Source: an optimization exercise on an open RTL-to-GDS flow (aim: small area, a short achievable clock period and few clock cycles per item). Production flows keep margins and buffers that such runs may drop. Power and IR drop assume default switching activity.

==> flow/design.v <==
`timescale 1ns/1ps
module fft_top (
  input  logic                       clk,
  input  logic                       reset_i,
  input  logic                       in_valid_i,
  output logic                       in_ready_o,
  input  logic [2*(4 + 4)-1:0] in_sample_i,
  output logic                       out_valid_o,
  input  logic                       out_ready_i,
  output logic [2*(4 + 4)-1:0] out_bin_o,
  output logic                       out_last_o
);
  logic [3:0][15:0] d_q, s_q, hi_q;
  logic [15:0]      bk1_q, bk3_q, bk5_q, bk7_q;
  logic [8:0]       z_q;
  logic             c7_q;
  logic [15:0]      out_q;
  logic             out_v_q, out_last_q;
  logic [2:0] fc_q;       
  logic       pa_cur_q;   
  logic [2:0] pa_q;       
  logic       bk_rdy_q;   
  logic [2:0] jc_q;       
  logic [2:0] ob_q;       
  logic       ir_q;       
  logic       st0_q, st1_q, w2_q, p2_q, p3_q, p4_q, p5_q, p6_q;
  logic fire, start, step1, out_acc, ev, jstep;
  assign fire    = in_valid_i && ir_q;
  assign start   = st0_q;
  assign step1   = st1_q;
  assign out_acc = !out_v_q || out_ready_i;
  assign ev      = out_acc && (ob_q[2] || bk_rdy_q);
  assign jstep   = ev && !ob_q[2];
  logic [2:0] fc_n, pa_n, jc_n;
  logic       pa_cur_n, bk_rdy_n, ir_n;
  always_comb begin
    fc_n = fire ? fc_q + 3'd1 : fc_q;
    if (fire && fc_q == 3'd7)
      pa_cur_n = 1'b0;
    else if (start)
      pa_cur_n = 1'b1;
    else
      pa_cur_n = pa_cur_q;
    if (start)
      pa_n = 3'd1;
    else if (step1)
      pa_n = 3'd2;
    else if (pa_q >= 3'd2 && pa_q <= 3'd6)
      pa_n = pa_q + 3'd1;
    else
      pa_n = pa_q;
    if (p3_q)
      bk_rdy_n = 1'b1;
    else if (jstep && ob_q == 3'd3)
      bk_rdy_n = 1'b0;
    else
      bk_rdy_n = bk_rdy_q;
    if (p3_q)
      jc_n = 3'd0;
    else if (jstep)
      jc_n = jc_q + 3'd1;
    else
      jc_n = jc_q;
    case (fc_n)
      3'd0:             ir_n = (pa_n >= 3'd1);
      3'd1, 3'd2, 3'd3: ir_n = (pa_n >= 3'd2);
      3'd4, 3'd5:       ir_n = (pa_n >= 3'd4) && (jc_n >= 3'd1);
      3'd6:             ir_n = (pa_n >= 3'd4) && (jc_n >= 3'd3);
      default:          ir_n = pa_cur_n || (pa_n == 3'd7 && !bk_rdy_n);
    endcase
  end
  always_ff @(posedge clk) begin
    if (reset_i) begin
      fc_q     <= 3'd0;
      pa_cur_q <= 1'b0;
      pa_q     <= 3'd7;
      bk_rdy_q <= 1'b0;
      jc_q     <= 3'd4;
      ob_q     <= 3'd0;
      out_v_q  <= 1'b0;
      ir_q     <= 1'b1;
      st0_q    <= 1'b0;
      st1_q    <= 1'b0;
      w2_q     <= 1'b0;
      p2_q     <= 1'b0;
      p3_q     <= 1'b0;
      p4_q     <= 1'b0;
      p5_q     <= 1'b0;
      p6_q     <= 1'b0;
    end else begin
      st0_q    <= (pa_n == 3'd7) && !bk_rdy_n && (fc_n == 3'd7) && !pa_cur_n;
      st1_q    <= (pa_n == 3'd1) && !pa_cur_n;
      w2_q     <= ((pa_n == 3'd7) && !bk_rdy_n && (fc_n == 3'd7) && !pa_cur_n) ||
                  (pa_n == 3'd1);
      p2_q     <= (pa_n == 3'd2);
      p3_q     <= (pa_n == 3'd3);
      p4_q     <= (pa_n == 3'd4);
      p5_q     <= (pa_n == 3'd5);
      p6_q     <= (pa_n == 3'd6);
      fc_q     <= fc_n;
      pa_cur_q <= pa_cur_n;
      pa_q     <= pa_n;
      bk_rdy_q <= bk_rdy_n;
      jc_q     <= jc_n;
      ir_q     <= ir_n;
      if (ev) begin
        ob_q    <= ob_q + 3'd1;
        out_v_q <= 1'b1;
      end else if (out_acc) begin
        out_v_q <= 1'b0;
      end
    end
  end
  assign in_ready_o = ir_q;
  logic [15:0] x_sum, x_dif;
  assign x_sum = {d_q[0][15:8] + in_sample_i[15:8], d_q[0][7:0] + in_sample_i[7:0]};
  assign x_dif = {d_q[0][15:8] - in_sample_i[15:8], d_q[0][7:0] - in_sample_i[7:0]};
  always_ff @(posedge clk) begin
    if (fire) begin
      d_q[0] <= d_q[1];
      d_q[1] <= d_q[2];
      d_q[2] <= d_q[3];
      d_q[3] <= fc_q[2] ? x_dif : in_sample_i;
    end
  end
  logic        w2;
  logic [15:0] opa, opb;
  logic [7:0]  bx, by;
  logic [15:0] s1_lo, s1_hi;
  assign w2  = w2_q;
  assign opa = w2 ? d_q[1] : p2_q ? s_q[0] : s_q[1];
  assign opb = w2 ? d_q[3] : p2_q ? s_q[2] : s_q[3];
  assign bx  = w2 ? opb[7:0]  : opb[15:8];
  assign by  = w2 ? opb[15:8] : opb[7:0];
  assign s1_lo = {opa[15:8] + bx, w2 ? opa[7:0] - by : opa[7:0] + by};
  assign s1_hi = {opa[15:8] - bx, w2 ? opa[7:0] + by : opa[7:0] - by};
  logic              tw7, tw_nr;
  logic signed [7:0] tw_r, tw_i;
  logic signed [8:0] tw_z;
  logic signed [12:0] tw_m;
  logic [7:0]        tw_f;
  assign tw7   = p4_q || p5_q;
  assign tw_nr = p3_q || p4_q;
  assign tw_r  = tw7 ? bk7_q[15:8] : bk5_q[15:8];
  assign tw_i  = tw7 ? bk7_q[7:0]  : bk5_q[7:0];
  assign tw_z  = tw_nr ? {tw_i[7], tw_i} - {tw_r[7], tw_r} : {tw_i[7], tw_i} + {tw_r[7], tw_r};
  assign tw_m  = {{4{z_q[8]}}, z_q} * 13'd11;
  assign tw_f  = tw_m[11:4];
  always_ff @(posedge clk) begin
    z_q <= tw_z;
    if (p6_q)
      c7_q <= (z_q[3:0] == 4'd0);
  end
  always_ff @(posedge clk) begin
    if (start) begin
      bk1_q <= s1_lo;                               
      bk3_q <= s1_hi;                               
    end
    if (step1) begin
      bk5_q <= s1_lo;                               
      bk7_q <= s1_hi;                               
    end
    if (p3_q) bk5_q[15:8] <= tw_f;          
    if (p4_q) bk5_q[7:0]  <= tw_f;          
    if (p5_q) bk7_q[15:8] <= tw_f;          
    if (p6_q) bk7_q[7:0]  <= tw_f;          
  end
  always_ff @(posedge clk) begin
    if (fire && fc_q[2])
      s_q[fc_q[1:0]] <= x_sum;
    if (p2_q) begin
      s_q[0] <= s1_lo;                              
      s_q[2] <= s1_hi;                              
    end
    if (p3_q) begin
      s_q[1] <= s1_lo;                              
      s_q[3] <= {s1_hi[7:0], s1_hi[15:8]};          
    end
  end
  logic [1:0]  j;
  logic [15:0] pa2, pb2;
  logic        inv, cin_lo, cin_hi;
  logic [7:0]  qy;
  logic [15:0] x_lo, x_hi;
  assign j   = ob_q[1:0];
  always_comb begin
    case (j)
      2'd0:    begin pa2 = s_q[0]; pb2 = s_q[1]; end
      2'd1:    begin pa2 = bk1_q;  pb2 = bk5_q;  end
      2'd2:    begin pa2 = s_q[2]; pb2 = s_q[3]; end
      default: begin pa2 = bk3_q;  pb2 = bk7_q;  end
    endcase
  end
  assign inv    = j[1];
  assign cin_lo = (j == 2'd2) || (j == 2'd3 && c7_q);
  assign cin_hi = !j[1] || (j == 2'd3 && !c7_q);
  assign qy     = pb2[7:0];
  assign x_lo = {pa2[15:8] + pb2[15:8], pa2[7:0] + (inv ? ~qy : qy) + 8'(cin_lo)};
  assign x_hi = {pa2[15:8] - pb2[15:8], pa2[7:0] + (inv ? qy : ~qy) + 8'(cin_hi)};
  always_ff @(posedge clk) begin
    if (ev) begin
      out_q      <= ob_q[2] ? hi_q[0] : x_lo;
      out_last_q <= (ob_q == 3'd7);
      hi_q[0]    <= hi_q[1];
      hi_q[1]    <= hi_q[2];
      hi_q[2]    <= hi_q[3];
      hi_q[3]    <= x_hi;
    end
  end
  assign out_valid_o = out_v_q;
  assign out_bin_o   = out_q;
  assign out_last_o  = out_last_q;
endmodule
clock: 6.0 ns
lec_check: 0
cap_margin: 20
core_margin: 2
core_utilization: 40
setup_slack_margin: 3.2
slew_margin: 20
run.sh (not shown) runs the stock make flow with config.mk's settings and CLKGATE_MAP_FILE= SYNTH_SCRIPT=/design/flow/synth_recipe.tcl, a recipe that flattens the netlist after the stock synthesis.
The first run produced a clean layout.
Next try:
--- a/flow/config.mk
+++ b/flow/config.mk
@@ -9,4 +9,3 @@
 export CORE_MARGIN = 2
 export CORE_UTILIZATION = 40
-export SETUP_SLACK_MARGIN = 3.2
 export SLEW_MARGIN = 20
What happened: The new run ran to the end with no violations. Maximum frequency shrinks by about a fifth. Final cell count shrinks by a few percent. Routed wire length shrinks by about a fifth. Non-clock buffer count shrinks by 151. Worst setup slack got worse by 0.59 ns. Synthesized cell count does not change. Sequential power barely changes. Final area shrinks by about a fifth. Register-to-register slack got worse by 0.59 ns. Power shrinks by a few percent. Global-route usage shrinks by 3.1 points.
No functional check of the RTL was part of any run of this note.

[port drivers added, routing unchanged]
The flow's constraints put no driver on any port. The routed layouts listed below were extracted and timed again, unchanged, in two steps.
Step 1 (the two cells are an assumption about what drives the block):
set clk [get_ports {clk}]
set_driving_cell -lib_cell sky130_fd_sc_hd__clkbuf_16 $clk
set_driving_cell -lib_cell sky130_fd_sc_hd__buf_2 [delete_from_list [all_inputs] $clk]
Step 2 also shifts input and output timing later by t, the mid clock arrival at the registers, as if the neighbouring blocks saw the same clock.
Three values: no drivers, after step 1, after step 2; two values: the first two.
| run | shift t [ns] | setup slack, ns | worst register clock-pin slew, ns |
|---|---|---|---|
| the first run | 0.599 | 2.569 / 2.569 / 2.569 | 0.06 / 0.06 |
| the second run | 0.596 | 1.976 / 1.976 / 1.976 | 0.06 / 0.06 |
After both steps every run listed still meets setup and hold.
